What follows belongs to an exercise in optimizing a design on an open flow for small area, a short achievable clock period and few clock cycles per item; a production flow would make more cautious choices.
Only simulation tests tie the RTL to the original design; equivalence was not proved.
No activity file was given, so power comes from the tool's default toggle rates.

==> run a: inputs <==
==> flow/design.v (excerpt) <==
module fir_serial_mac #(
  parameter int DATA_W = fir_pkg::DATA_W_DEF,
  parameter int COEF_W = fir_pkg::COEF_W_DEF,
  parameter int TAPS   = 11,
  parameter int FRAC_W = fir_pkg::FRAC_W_DEF,
  parameter int ADDR_W = fir_pkg::clog2(TAPS)
) (
  input  logic                     i_clk,
  input  logic                     i_rst,
  input  logic                     i_valid,
  output logic                     o_ready,
  input  logic signed [DATA_W-1:0] i_data,
  input  logic                     i_coef_we,
  input  logic [ADDR_W-1:0]        i_coef_addr,
  input  logic signed [COEF_W-1:0] i_coef_data,
  output logic                     o_valid,
  output logic signed [DATA_W-1:0] o_data,
  output logic                     o_sat
);
export LEC_CHECK = 0
export CAP_MARGIN = 20
export CORE_MARGIN = 2
export CORE_UTILIZATION = 55
export PLACE_DENSITY = 0.65
export SLEW_MARGIN = 30
export SYNTH_HIERARCHICAL = 1
export SYNTH_MINIMUM_KEEP_SIZE = 0
export TNS_END_PERCENT = 100
create_clock -name core_clock -period 10.0 [get_ports {i_clk}]
standard.sh (not shown) runs the stock make flow with config.mk's settings and CLKGATE_MAP_FILE= SYNTH_SCRIPT=/design/flow/synth_recipe.tcl, a recipe that flattens the netlist after the stock synthesis.
==> flow/flow/run.sh <==
#!/bin/bash
set -e
export SETUP_SLACK_MARGIN=6.3
bash standard.sh > standard_flow.log 2>&1
==> inputs of run b, as changes to run a <==
==> flow/flow/run.sh (replaced) <==
#!/bin/bash
set -e
export SETUP_SLACK_MARGIN=6.2
bash standard.sh > standard_flow.log 2>&1
- CTS_CLUSTER_DIAMETER: unset -> 90
- CTS_CLUSTER_SIZE: unset -> 20
==> summary of the runs <==
- Run b went through all stages and came out clean. Run a ran to the end with no violations.
- Between run a and run b, the lower register-to-register slack is in run b (gap 0.09 ns).
- Synthesized area is the same in run a and run b.
- Final area: run b is lower than run a (about 4%).
- In die area, run a and run b do not differ.
- In synthesized cell count, run b and run a do not differ.
- Against run a, the non-clock buffer count of run b is lower by 150.
Testbench counts of run a, summed over its fixed seeds: cycles 1,984, items 1,920.
Testbench counts of run b, summed over its fixed seeds: cycles 1,984, items 1,920.

* * *

==> inputs of cedar <==
fir_serial_mac, a different RTL version from the one above (not shown whole).
Settings: LEC_CHECK=0, CAP_MARGIN=20, CORE_MARGIN=2, CORE_UTILIZATION=55, CTS_CLUSTER_DIAMETER=100, CTS_CLUSTER_SIZE=24, PLACE_DENSITY=0.65, SLEW_MARGIN=30, SYNTH_HIERARCHICAL=1, SYNTH_MINIMUM_KEEP_SIZE=0, TNS_END_PERCENT=100; clock period 10.0 ns.
==> flow/flow/run.sh <==
#!/bin/bash
set -e
export SETUP_SLACK_MARGIN=6.1
bash standard.sh > standard_flow.log 2>&1
==> inputs of nickel, as changes to cedar <==
==> flow/flow/run.sh (replaced) <==
#!/bin/bash
set -e
export SETUP_SLACK_MARGIN=6.2
bash standard.sh > standard_flow.log 2>&1
- CTS_CLUSTER_DIAMETER: 100 -> 90
- CTS_CLUSTER_SIZE: 24 -> 20
==> inputs of ember, as changes to cedar <==
==> flow/flow/run.sh (replaced) <==
#!/bin/bash
set -e
export SETUP_SLACK_MARGIN=6.3
bash standard.sh > standard_flow.log 2>&1
- CTS_CLUSTER_DIAMETER: 100 -> 90
- CTS_CLUSTER_SIZE: 24 -> 20
==> comparison table <==
Run status: ember timing/DRC/antenna clean; cedar timing/DRC/antenna clean; nickel timing/DRC/antenna clean
Relative contribution of combinational cells to total power: ember 32.4%; cedar 34.0%; nickel 31.1%
Worst setup slack after layout: ember 6.294 ns; cedar 6.093 ns; nickel 6.189 ns
Vias in the first global route: ember 71310; cedar 70870; nickel 71200
Area Overhead vs Synth: ember 6.957%; cedar 4.033%; nickel 5.463%
Area taken by flip-flops and latches: ember 0.02117 mm^2; cedar 0.02095 mm^2; nickel 0.02112 mm^2
Setup Skew: ember 0.04970 ns; cedar 0.06089 ns; nickel 0.04210 ns
Share of final layout cell area taken by clock buffers and inverters: ember 2.612%; cedar 1.930%; nickel 2.649%
Global-route total usage across every layer: ember 46.62%; cedar 46.40%; nickel 46.46%
Routed met3 length: ember 69030 um; cedar 70040 um; nickel 68540 um
Final #Nets: ember 9735; cedar 9694; nickel 9715
DRC marker count from the first detailed-route iteration: ember 9770; cedar 10010; nickel 9599
Data arrival time of the critical path: ember 4.36 ns; cedar 4.58 ns; nickel 4.45 ns
Reg-to-reg setup timing slack: ember 6.29 ns; cedar 6.09 ns; nickel 6.19 ns
Post-route cell area: ember 0.1030 mm^2; cedar 0.1002 mm^2; nickel 0.1016 mm^2
Number of cells on the worst reg-to-reg path: ember 9; cedar 8; nickel 7
Minimum period implied by the final worst setup slack: ember 3.706 ns; cedar 3.907 ns; nickel 3.811 ns
Net switching power: ember 4468 uW; cedar 4365 uW; nickel 4349 uW
Critical path launch point: ember xin_q[13]; cedar h5[16]; nickel ce0[9]
Sequential share of power: ember 37.7%; cedar 40.2%; nickel 38.4%
Non-clock buffer total of the final layout: ember 453; cedar 430; nickel 434
Worst path required time: ember 10.65 ns; cedar 10.68 ns; nickel 10.64 ns
Critical Path Most Common Cell: ember sky130_fd_sc_hd__fa_2; cedar sky130_fd_sc_hd__fa_1; nickel sky130_fd_sc_hd__fa_1
Number of buffers created by CTS: ember 78; cedar 59; nickel 78
Share of post-route cells with drive strength above 1: ember 12.30%; cedar 9.391%; nickel 10.51%
Testbench counts of cedar, summed over its fixed seeds: cycles 1,984, items 1,920.
Testbench counts of nickel, summed over its fixed seeds: cycles 1,984, items 1,920.
Testbench counts of ember, summed over its fixed seeds: cycles 1,984, items 1,920.

==> separate check: timing with driven ports <==
The flow's constraints put no driver on any port. The routed layouts listed below were extracted and timed again, unchanged, in two steps. Step 1, drivers: a clkbuf_16 drives i_clk and a buf_2 each remaining input, both assumed. Step 2 times the ports against the registers' clock, not the clock port: input delays grow and output delays shrink by t, the midpoint of the rising clock arrivals with the driver on. Three values: ideal, step 1, step 2; two values: the first two.
| run | t (ns) | setup WS [ns] | worst register clock-pin slew, ns |
|---|---|---|---|
| run a | 0.899 | 6.237 / 6.222 / 6.203 | 0.07 / 0.07 |
| run b | 0.853 | 6.146 / 6.146 / 6.146 | 0.10 / 0.10 |
| cedar | 0.897 | 6.093 / 6.048 / 6.093 | 0.12 / 0.12 |
| nickel | 0.837 | 6.189 / 6.132 / 6.189 | 0.10 / 0.10 |
| ember | 0.847 | 6.294 / 6.262 / 6.294 | 0.10 / 0.10 |
After both steps every run listed still meets setup and hold. For run a, which loses most, drivers alone change the setup slack by -0.015 ns; drivers and shift together by -0.034 ns.
